What follows belongs to an exercise in optimizing a design on an open flow for small area; a production flow would make more cautious choices.
In this exercise RTL edits were held to simulation tests only and were not proved equivalent to the original.

old:
Design ex_stage, start of the top module:
module ex_stage (
	input  logic                                      clock,
	input  logic                                      reset,
	input  logic [2-1:0]                 issue_valid,
	input  logic [2*2-1:0]               issue_unit,
	input  logic [2*3-1:0]               issue_op,
	input  logic [2*32-1:0]        issue_a,
	input  logic [2*32-1:0]        issue_b,
	input  logic [2*5-1:0]    issue_rob,
	input  logic [2*6-1:0]     issue_pr,
	output logic [2-1:0]              complete_valid,
	output logic [2*5-1:0] complete_rob,
	output logic [2*6-1:0]  complete_pr,
	output logic [2*32-1:0]     complete_value,
	output logic [3-1:0]                    unit_busy
);
Size: about 2900 cells after synthesis, ~280 flip-flops, roughly 260 I/O pins, about 23000 µm² of cells after synthesis.
make LEC_CHECK=0 ABC_AREA=1 CAP_MARGIN=20 CORE_MARGIN=2 CORE_UTILIZATION=40 SLEW_MARGIN=20 finish   # period 7.0 ns
run.sh (not shown) runs the stock make flow with config.mk's settings and CLKGATE_MAP_FILE= SYNTH_SCRIPT=/design/flow/synth_recipe.tcl, a recipe that flattens the netlist after the stock synthesis.
old has completed all stages; timing, DRC and antenna checks passed.
[inputs] new vs old
# old
export LEC_CHECK = 0
export ABC_AREA = 1
export CAP_MARGIN = 20
export CORE_MARGIN = 2
export CORE_UTILIZATION = 40
export SLEW_MARGIN = 20
create_clock -name core_clock -period 7.0 [get_ports {clock}]
# new
export LEC_CHECK = 0
export ABC_AREA = 1
export CAP_MARGIN = 20
export CORE_MARGIN = 2
export CORE_UTILIZATION = 65
export SLEW_MARGIN = 20
create_clock -name core_clock -period 7.0 [get_ports {clock}]
[summary]
Setup slack on the worst flop-to-flop path (higher): old. Taking old as the reference, in new required time of the critical path stayed essentially flat, count of standard-cell rows shrank by about 22%.

---

== build 86 ==
ex_stage, a different RTL version from the one above (not shown whole).
Size: about 18,000 um^2 of cells after synthesis.
clock: 7.0 ns
lec_check: 0
abc_area: 1
cap_margin: 0
core_margin: 2
core_utilization: 60
cts_buf_list: sky130_fd_sc_hd__clkbuf_4
cts_cluster_diameter: 40
cts_cluster_size: 10
slew_margin: 0
standard.sh (not shown) runs the stock make flow with config.mk's settings and CLKGATE_MAP_FILE= SYNTH_SCRIPT=/design/flow/synth_recipe.tcl, a recipe that flattens the netlist after the stock synthesis.
==> flow/flow/run.sh <==
#!/bin/bash
# Standard layout with three changes, none of which touches the registers:
#  - synthesis skips the generic abc -fast pass inside yosys synth (SYNTH_ARGS=-noabc),
#    so the full-adder extraction sees the RTL's own adder structure;
#  - the final ABC mapping (ABC_AREA=1) uses flow/abc_area.script, an &nf area mapping;
#  - the port buffers are plain buf_1 cells.
# Each make run writes its full output to a log file in this folder; ORFS keeps
# every tool's own log under orfs/logs.
set -euo pipefail
export BUFFER_PORTS_ARGS="-buffer_cell sky130_fd_sc_hd__buf_1"
rm -rf scripts_area
cp -r "$FLOW_HOME/scripts" scripts_area
cp flow/abc_area.script scripts_area/abc_area.script
SCRIPTS_DIR="$PWD/scripts_area" SYNTH_ARGS=-noabc bash standard.sh synth > synth_make.log 2>&1
bash standard.sh > standard_make.log 2>&1
==> flow/flow/abc_area.script <==
&get -n
&st
&dch -f
&nf
&put
buffer -c
topo
stime -c
upsize -c
dnsize -c
Here is what was changed in the inputs of build 17 compared with build 86.
# build 86
export LEC_CHECK = 0
export ABC_AREA = 1
export CAP_MARGIN = 0
export CORE_MARGIN = 2
export CORE_UTILIZATION = 60
export CTS_BUF_LIST = sky130_fd_sc_hd__clkbuf_4
export CTS_CLUSTER_DIAMETER = 40
export CTS_CLUSTER_SIZE = 10
export SLEW_MARGIN = 0
create_clock -name core_clock -period 7.0 [get_ports {clock}]
# build 17
export LEC_CHECK = 0
export ABC_AREA = 1
export CAP_MARGIN = 20
export CORE_MARGIN = 2
export CORE_UTILIZATION = 60
export CTS_BUF_LIST = sky130_fd_sc_hd__clkbuf_4
export SLEW_MARGIN = 20
create_clock -name core_clock -period 7.0 [get_ports {clock}]
==> flow/flow/run.sh <==
#!/bin/bash
# standard layout, with plain buf_1 cells as the port buffers
set -euo pipefail
export BUFFER_PORTS_ARGS="-buffer_cell sky130_fd_sc_hd__buf_1"
bash standard.sh > standard_make.log 2>&1
removed: flow/flow/abc_area.script
==> summary.txt <==
- Build 17: all stages complete, timing, DRC and antenna checks passed
- Comparing build 86 against build 17, there is no change at all in number of nets still failing antenna checks after routing.
- Build 86 → build 17: met1 global-route usage rose by 0.75 points, routed wire length saw an increase, final cell count went up.
--- input diff build 17..build 7 ---
# build 17
export LEC_CHECK = 0
export ABC_AREA = 1
export CAP_MARGIN = 20
export CORE_MARGIN = 2
export CORE_UTILIZATION = 60
export CTS_BUF_LIST = sky130_fd_sc_hd__clkbuf_4
export SLEW_MARGIN = 20
create_clock -name core_clock -period 7.0 [get_ports {clock}]
# build 7
export LEC_CHECK = 0
export ABC_AREA = 1
export CAP_MARGIN = 0
export CORE_MARGIN = 2
export CORE_UTILIZATION = 60
export CTS_BUF_LIST = sky130_fd_sc_hd__clkbuf_4 sky130_fd_sc_hd__clkbuf_8
export CTS_CLUSTER_DIAMETER = 50
export CTS_CLUSTER_SIZE = 14
export SLEW_MARGIN = 0
create_clock -name core_clock -period 7.0 [get_ports {clock}]
==> flow/flow/run.sh <==
#!/bin/bash
# Standard layout with three changes, none of which touches the registers:
#  - synthesis skips the generic abc -fast pass inside yosys synth (SYNTH_ARGS=-noabc),
#    so the full-adder extraction sees the RTL's own adder structure;
#  - the final ABC mapping (ABC_AREA=1) uses flow/abc_area.script, an &nf area mapping;
#  - the port buffers are plain buf_1 cells.
# Each make run writes its full output to a log file in this folder; ORFS keeps
# every tool's own log under orfs/logs.
set -euo pipefail
export BUFFER_PORTS_ARGS="-buffer_cell sky130_fd_sc_hd__buf_1"
rm -rf scripts_area
cp -r "$FLOW_HOME/scripts" scripts_area
cp flow/abc_area.script scripts_area/abc_area.script
SCRIPTS_DIR="$PWD/scripts_area" SYNTH_ARGS=-noabc bash standard.sh synth > synth_make.log 2>&1
bash standard.sh > standard_make.log 2>&1
==> flow/flow/abc_area.script (new file) <==
&get -n
&st
&dch -f
&nf
&put
buffer -c
topo
stime -c
upsize -c
dnsize -c
--- outcome ---
From build 17 to build 7, overall overflow remaining after global route did not move at all.
Build 7: cell count is about 18% lower than what build 17 reported.
Comparing build 17 and build 7, the lower share of the final layout cell area in multi-input gates is on build 17.
Max freq build 17 -> build 7: degraded
Of build 17 and build 7, build 17 shows the lower sequential-to-total area share from yosys stat, with build 7 above it.
The higher floorplan row count of build 17 and build 7 is in build 17.
Diff build 17 -> build 7: growth of design area from synthesis to finish has decreased, required time of the critical path down 140 ps, setup slack went down by 78 ps.
Input changes introduced in build 80 (baseline for comparison: build 7):
# build 7
export LEC_CHECK = 0
export ABC_AREA = 1
export CAP_MARGIN = 0
export CORE_MARGIN = 2
export CORE_UTILIZATION = 60
export CTS_BUF_LIST = sky130_fd_sc_hd__clkbuf_4 sky130_fd_sc_hd__clkbuf_8
export CTS_CLUSTER_DIAMETER = 50
export CTS_CLUSTER_SIZE = 14
export SLEW_MARGIN = 0
create_clock -name core_clock -period 7.0 [get_ports {clock}]
# build 80
export LEC_CHECK = 0
export ABC_AREA = 1
export CAP_MARGIN = 20
export CORE_MARGIN = 2
export CORE_UTILIZATION = 75
export CTS_BUF_LIST = sky130_fd_sc_hd__clkbuf_8
export CTS_CLUSTER_DIAMETER = 60
export CTS_CLUSTER_SIZE = 16
export SLEW_MARGIN = 20
create_clock -name core_clock -period 7.0 [get_ports {clock}]
Findings:
Taking build 7 as the reference, in build 80 final clock period utilization by the worst path has increased, required time of the worst setup path has remained practically unchanged, register-to-register slack has decreased.
Diff build 7 -> build 80: worst hold slack increased 10 ps.
Relative to build 80, the following input files were edited for build 57:
# build 80
export LEC_CHECK = 0
export ABC_AREA = 1
export CAP_MARGIN = 20
export CORE_MARGIN = 2
export CORE_UTILIZATION = 75
export CTS_BUF_LIST = sky130_fd_sc_hd__clkbuf_8
export CTS_CLUSTER_DIAMETER = 60
export CTS_CLUSTER_SIZE = 16
export SLEW_MARGIN = 20
create_clock -name core_clock -period 7.0 [get_ports {clock}]
# build 57
export LEC_CHECK = 0
export ABC_AREA = 1
export CAP_MARGIN = 20
export CORE_MARGIN = 2
export CORE_UTILIZATION = 60
export CTS_BUF_LIST = sky130_fd_sc_hd__clkbuf_8
export CTS_CLUSTER_DIAMETER = 60
export CTS_CLUSTER_SIZE = 16
export SLEW_MARGIN = 20
create_clock -name core_clock -period 7.0 [get_ports {clock}]
- Changes observed in build 57 relative to build 80: number of standard cells in the layout, taps in and fillers out rose by 78; first-pass GRT wire length fell by 370 um.
- Re shortest period the worst path allows: build 80 and build 57 aren't equal, and the lower value belongs to build 57.
- Starting density of the core in build 57 is 16 points lower than in build 80

-- re-timing with driven ports --
No port has a modelled driver above. Below, the same layouts with a new extraction and two added sets of constraints.
Step 1 sets driving cells, clkbuf_16 on the clock port and buf_2 on the other inputs (assumed; they add their load-dependent delay and slew).
Step 2, shift: input delay + t, output delay - t, t = (earliest + latest rising clock arrival at the registers) / 2. This alone moves slack from input paths to output paths.
Three values: no drivers, after step 1, after step 2; two values: the first two.
| run | t, ns | setup WS [ns] | hold WS [ns] | worst setup path after step 2 | worst data-port slew with drivers (ns) |
|---|---|---|---|---|---|
| old | 0.607 | 0.360 / 0.360 / 0.360 | 0.432 / 0.432 / 0.432 | register to register | 0.14 |
| new | 0.628 | 0.298 / 0.298 / 0.298 | 0.456 / 0.456 / 0.456 | register to register | 0.10 |
| build 86 | 0.726 | 0.246 / 0.246 / -0.153 | 0.460 / 0.460 / 0.460 | input to register | 0.10 |
| build 17 | 0.799 | 0.315 / 0.315 / 0.315 | 0.433 / 0.433 / 0.433 | register to register | 0.10 |
| build 7 | 0.664 | 0.237 / 0.237 / -0.101 | 0.458 / 0.458 / 0.458 | input to register | 0.10 |
| build 80 | 0.645 | 0.148 / 0.148 / 0.090 | 0.468 / 0.468 / 0.468 | input to register | 0.11 |
| build 57 | 0.637 | 0.273 / 0.273 / -0.108 | 0.459 / 0.459 / 0.459 | input to register | 0.11 |
With both steps, setup timing fails in build 86, build 7 and build 57, where it was met with ideal ports. For build 86, which loses most, drivers alone change the setup slack by 0.000 ns; drivers and shift together by -0.399 ns.
